Source: an optimization exercise on an open RTL-to-GDS flow (aim: small area, a short achievable clock period and few clock cycles per item). Production flows keep margins and buffers that such runs may drop.
The RTL was checked by simulation tests, not by an equivalence proof against the original design.
Power figures rest on the tool's default switching activity, not on a simulated workload.

==> module rc4_decrypt, before the edit <==
module rc4_decrypt (
    input  logic                clk,
    input  logic                reset,
    input  logic                start,
    input  logic [23:0]         secret_key,
    input  logic [7:0]          rom_data,
    output logic [4:0]          rom_addr,
    output logic                result_valid,
    output logic [4:0]          result_addr,
    output logic [7:0]          result_data,
    output logic                data_invalid,
    output logic                done
);
    localparam int LAST = 294;
    logic        busy;
    logic [8:0]  cnt;
    logic        init;       
    logic        z;          
    logic        go;         
    logic        res_en;     
    logic        init_next;
    assign go = (!busy || done) ? start : 1'b1;
    assign init_next = !go || (busy && !done && cnt == LAST - 1);
    always_ff @(posedge clk or posedge reset) begin
        if (reset) begin
            busy   <= 1'b0;
            cnt    <= '0;
            init   <= 1'b1;
            z      <= 1'b1;
            res_en <= 1'b0;
        end else begin
            busy   <= go;
            cnt    <= (!busy || done) ? {8'd0, start} : cnt + 9'd1;
            init   <= init_next;
            z      <= !go || (busy && !done && (cnt == 256 || cnt == LAST - 1));
            res_en <= busy && !done && cnt >= 261 && cnt <= 292;
        end
    end
    logic [23:0] kr;
    logic [7:0]  kop;
    logic [7:0]  mneg;       
    always_ff @(posedge clk) begin
        if (init) begin
            kr   <= secret_key;
            kop  <= secret_key[23:16];
            mneg <= 8'hff;
        end else begin
            kr   <= {kr[15:0], kr[23:16]};
            kop  <= (cnt >= 9'd256) ? 8'hff : kr[15:8] - 8'd1;
            mneg <= mneg - 8'd1;
        end
    end
    logic [2047:0] P;
    logic [7:0]    d;
    logic [15:0]   plo, phi;     
    logic [255:0]  sel;          
    logic [255:0]  shf;          
    logic [7:0] s_fwd, xo, ko, cs_s, cs_c, dsum;
    logic       dz, m0, m1;
    assign dz    = plo[0] & phi[0];
    assign m0    = dz & !z;
    assign m1    = !dz & !z;
    assign s_fwd = ({8{m0}} & P[7:0]) | ({8{m1}} & P[15:8]);
    assign xo    = z ? 8'd0 : d;
    assign ko    = kop | {8{z}};
    assign cs_s  = xo ^ ko ^ s_fwd;
    assign cs_c  = {(xo[6:0] & ko[6:0]) | (xo[6:0] & s_fwd[6:0]) | (ko[6:0] & s_fwd[6:0]), 1'b0};
    rc4_add8 u_add (.a(cs_s), .b(cs_c), .y(dsum));
    always_ff @(posedge clk) begin
        d <= dsum;
        for (int k = 0; k < 16; k++) begin
            plo[k] <= (dsum[3:0] == k[3:0]) && !init_next;
            phi[k] <= (dsum[7:4] == k[3:0]);
        end
    end
    genvar p, b;
    generate
        for (p = 0; p < 256; p++) begin : g_sel
            assign sel[p] = phi[p >> 4] & plo[p & 15];
            assign shf[p] = !(sel[p] | init);
        end
    endgenerate
    logic [7:0]    rd;
    logic [2047:0] rd_in;
    assign rd_in = {P[7:0], P[2047:8]};      
    rc4_rdtree u_rd (.sel(sel), .d(rd_in), .orin({{7{init}}, 1'b0}), .y(rd));
    logic [7:0] pa;
    always_ff @(posedge clk) begin
        if (init)        pa <= 8'hff;
        else if (sel[0]) pa <= P[7:0];
        else             pa <= P[15:8];
    end
    logic [2039:0] P_next;
    generate
        for (p = 0; p < 255; p++) begin : g_ent
            for (b = 0; b < 8; b++) begin : g_bit
                if ((((p + 255) & 255) >> b) & 1) begin : g_one
                    rc4_bc1 u (.init(init), .s1(sel[p]), .s0(shf[p]), .a(pa[b]),
                               .b(P[8*(p+1) + b]), .y(P_next[8*p + b]));
                end else begin : g_zero
                    rc4_bc0 u (.s1(sel[p]), .s0(shf[p]), .a(pa[b]),
                               .b(P[8*(p+1) + b]), .y(P_next[8*p + b]));
                end
            end
        end
    endgenerate
    always_ff @(posedge clk) begin
        P[2039:0]    <= P_next;
        P[2047:2040] <= rd;
    end
    logic [7:0]   a_reg, b_reg, tp_next, ks, ks_rd;
    logic [15:0]  tlo, thi;
    logic [255:0] sel2;
    logic         fi, fj;
    assign tp_next = a_reg + P[2047:2040];
    always_ff @(posedge clk) begin
        a_reg <= P[7:0] + mneg;
        b_reg <= P[7:0];
        for (int k = 0; k < 16; k++) begin
            tlo[k] <= (tp_next[3:0] == k[3:0]);
            thi[k] <= (tp_next[7:4] == k[3:0]);
        end
        fi    <= (tp_next == 8'hff);
        fj    <= (tp_next == d);
    end
    generate
        for (p = 0; p < 256; p++) begin : g_sel2
            assign sel2[p] = thi[p >> 4] & tlo[p & 15];
        end
    endgenerate
    rc4_rdtree u_ks (.sel(sel2), .d(P), .orin(8'd0), .y(ks_rd));
    always_ff @(posedge clk) begin
        if (fi)      ks <= b_reg;
        else if (fj) ks <= P[2047:2040];
        else         ks <= ks_rd;
    end
    logic [7:0] rom_q, plain;
    logic       bad;
    assign plain = rom_q ^ ks;
    assign bad   = !((plain == 8'd32) || (plain >= 8'd97 && plain <= 8'd122));
    always_ff @(posedge clk) begin
        rom_q <= rom_data;
    end
    always_ff @(posedge clk) begin
        rom_addr     <= init ? 5'd29 : rom_addr + 5'd1;
        result_valid <= res_en;
        result_addr  <= rom_addr - 5'd2;
        result_data  <= plain;
        done         <= busy && !done && cnt == LAST - 1;
        data_invalid <= (data_invalid & !init) | (res_en & bad);
    end
endmodule
export LEC_CHECK = 0
export CAP_MARGIN = 20
export CORE_MARGIN = 2
export CORE_UTILIZATION = 55
export CTS_CLUSTER_DIAMETER = 80
export CTS_CLUSTER_SIZE = 30
export SETUP_SLACK_MARGIN = 5
export SLEW_MARGIN = 20
export SYNTH_HIERARCHICAL = 1
export SYNTH_MINIMUM_KEEP_SIZE = 0
create_clock -name core_clock -period 8.0 [get_ports {clk}]
standard.sh (not shown) runs the stock make flow with config.mk's settings and CLKGATE_MAP_FILE= SYNTH_SCRIPT=/design/flow/synth_recipe.tcl, a recipe that flattens the netlist after the stock synthesis.
==> flow/flow/run.sh <==
#!/bin/bash
# Standard ORFS flow, except that the S-box flip-flops are pre-placed in a
# snake of rows before global placement (fixed during global placement, then
# released for resizing and detailed placement).
set -euo pipefail
R=orfs/results/sky130hd/rc4_decrypt/base
NC=${NCOLS:-2}
export BUFFER_PORTS_ARGS="-buffer_cell sky130_fd_sc_hd__buf_4"
bash standard.sh synth floorplan > flow_synth_floorplan.log 2>&1
cp $R/2_floorplan.odb $R/2_floorplan_std.odb
ODB_IN=$R/2_floorplan_std.odb ODB_OUT=$R/2_floorplan.odb MODE=fix NCOLS=$NC \
  openroad -no_init -exit flow/place_sbox.tcl > place_sbox_fix.log 2>&1
bash standard.sh $PWD/$R/3_3_place_gp.odb > flow_place_gp.log 2>&1
cp $R/3_3_place_gp.odb $R/3_3_place_gp_fixed.odb
ODB_IN=$R/3_3_place_gp_fixed.odb ODB_OUT=$R/3_3_place_gp.odb MODE=unfix \
  openroad -no_init -exit flow/place_sbox.tcl > place_sbox_unfix.log 2>&1
bash standard.sh > flow_finish.log 2>&1
Other scripts of this flow, unchanged in this note and not shown: flow/flow/place_sbox.tcl
Testbench counts at the start, summed over its fixed seeds: cycles 18,816, messages 64.
Then changed:
--- a/flow/design.v
+++ b/flow/design.v
@@ -191,40 +191,41 @@
             init   <= init_next;
             z      <= !go || (busy && !done && (cnt == 256 || cnt == LAST - 1));
             res_en <= busy && !done && cnt >= 261 && cnt <= 292;
         end
     end
-    logic [23:0] kr;
+    logic [2:0]  c3;
     logic [7:0]  kop;
+    logic [7:0]  kbyte;
     logic [7:0]  mneg;       
+    assign kbyte = c3[0] ? secret_key[23:16] : (c3[1] ? secret_key[15:8] : secret_key[7:0]);
     always_ff @(posedge clk) begin
         if (init) begin
-            kr   <= secret_key;
+            c3   <= 3'b010;
             kop  <= secret_key[23:16];
             mneg <= 8'hff;
         end else begin
-            kr   <= {kr[15:0], kr[23:16]};
-            kop  <= (cnt >= 9'd256) ? 8'hff : kr[15:8] - 8'd1;
+            c3   <= {c3[1:0], c3[2]};
+            kop  <= (cnt >= 9'd256) ? 8'hff : kbyte - 8'd1;
             mneg <= mneg - 8'd1;
         end
     end
     logic [2047:0] P;
     logic [7:0]    d;
     logic [15:0]   plo, phi;     
     logic [255:0]  sel;          
     logic [255:0]  shf;          
-    logic [7:0] s_fwd, xo, ko, cs_s, cs_c, dsum;
-    logic       dz, m0, m1;
-    assign dz    = plo[0] & phi[0];
-    assign m0    = dz & !z;
-    assign m1    = !dz & !z;
-    assign s_fwd = ({8{m0}} & P[7:0]) | ({8{m1}} & P[15:8]);
-    assign xo    = z ? 8'd0 : d;
-    assign ko    = kop | {8{z}};
-    assign cs_s  = xo ^ ko ^ s_fwd;
-    assign cs_c  = {(xo[6:0] & ko[6:0]) | (xo[6:0] & s_fwd[6:0]) | (ko[6:0] & s_fwd[6:0]), 1'b0};
-    rc4_add8 u_add (.a(cs_s), .b(cs_c), .y(dsum));
+    logic [7:0] ca_s, ca_c, cb_s, cb_c, suma, sumb, dsum;
+    logic       dz;
+    assign dz   = plo[0] & phi[0];
+    assign ca_s = d ^ kop ^ P[7:0];
+    assign ca_c = {(d[6:0] & kop[6:0]) | (d[6:0] & P[6:0]) | (kop[6:0] & P[6:0]), 1'b0};
+    assign cb_s = d ^ kop ^ P[15:8];
+    assign cb_c = {(d[6:0] & kop[6:0]) | (d[6:0] & P[14:8]) | (kop[6:0] & P[14:8]), 1'b0};
+    rc4_add8 u_adda (.a(ca_s), .b(ca_c), .y(suma));
+    rc4_add8 u_addb (.a(cb_s), .b(cb_c), .y(sumb));
+    assign dsum = z ? 8'hff : (dz ? suma : sumb);
     always_ff @(posedge clk) begin
         d <= dsum;
         for (int k = 0; k < 16; k++) begin
             plo[k] <= (dsum[3:0] == k[3:0]) && !init_next;
             phi[k] <= (dsum[7:4] == k[3:0]);
Total power went down by about 0.43%.
Worst hold slack got worse by 0.013 ns.
Routed wire length is higher by about 4%.
Clock power is lower by 4.7%.
Cell count went up by about 1.1%.
Final area is higher by about 0.9%.
Setup slack gets worse by 0.092 ns.
Sequential power is about the same.
Maximum frequency falls by about 2.8%.
Synthesized area is about the same.
Critical path depth came out higher by 3.
Sequential share of layout area drops by 0.79 points.
Testbench counts after the change, summed over its fixed seeds: cycles 18,816, messages 64.

==> static timing again, ports no longer ideal <==
Ports are ideal in the flow. The routed layouts listed here were re-timed in OpenROAD. Step 1, drivers: a clkbuf_16 drives clk and a buf_2 each remaining input, both assumed. Step 2 adds t to the input delays and takes it off the output delays; t is the mean of the earliest and latest rising clock arrival at the registers after step 1. Input paths then give back, and output paths get back, about the clock's delay inside the block. Slacks: no drivers / after step 1 / after step 2; pairs: no drivers / after step 1.
run	t (ns)	slack for setup (ns)	worst setup path at the end	clock arrival spread, ns	cell pins on the clock port's net
the first run	0.871	4.793 / 4.793 / 4.793	register to register	0.054 / 0.053	1
the second run	0.857	4.700 / 4.700 / 4.630	input to register	0.030 / 0.030	1
After both steps every run listed still meets setup and hold. For the second run, which loses most, drivers alone change the setup slack by 0.000 ns; drivers and shift together by -0.070 ns.
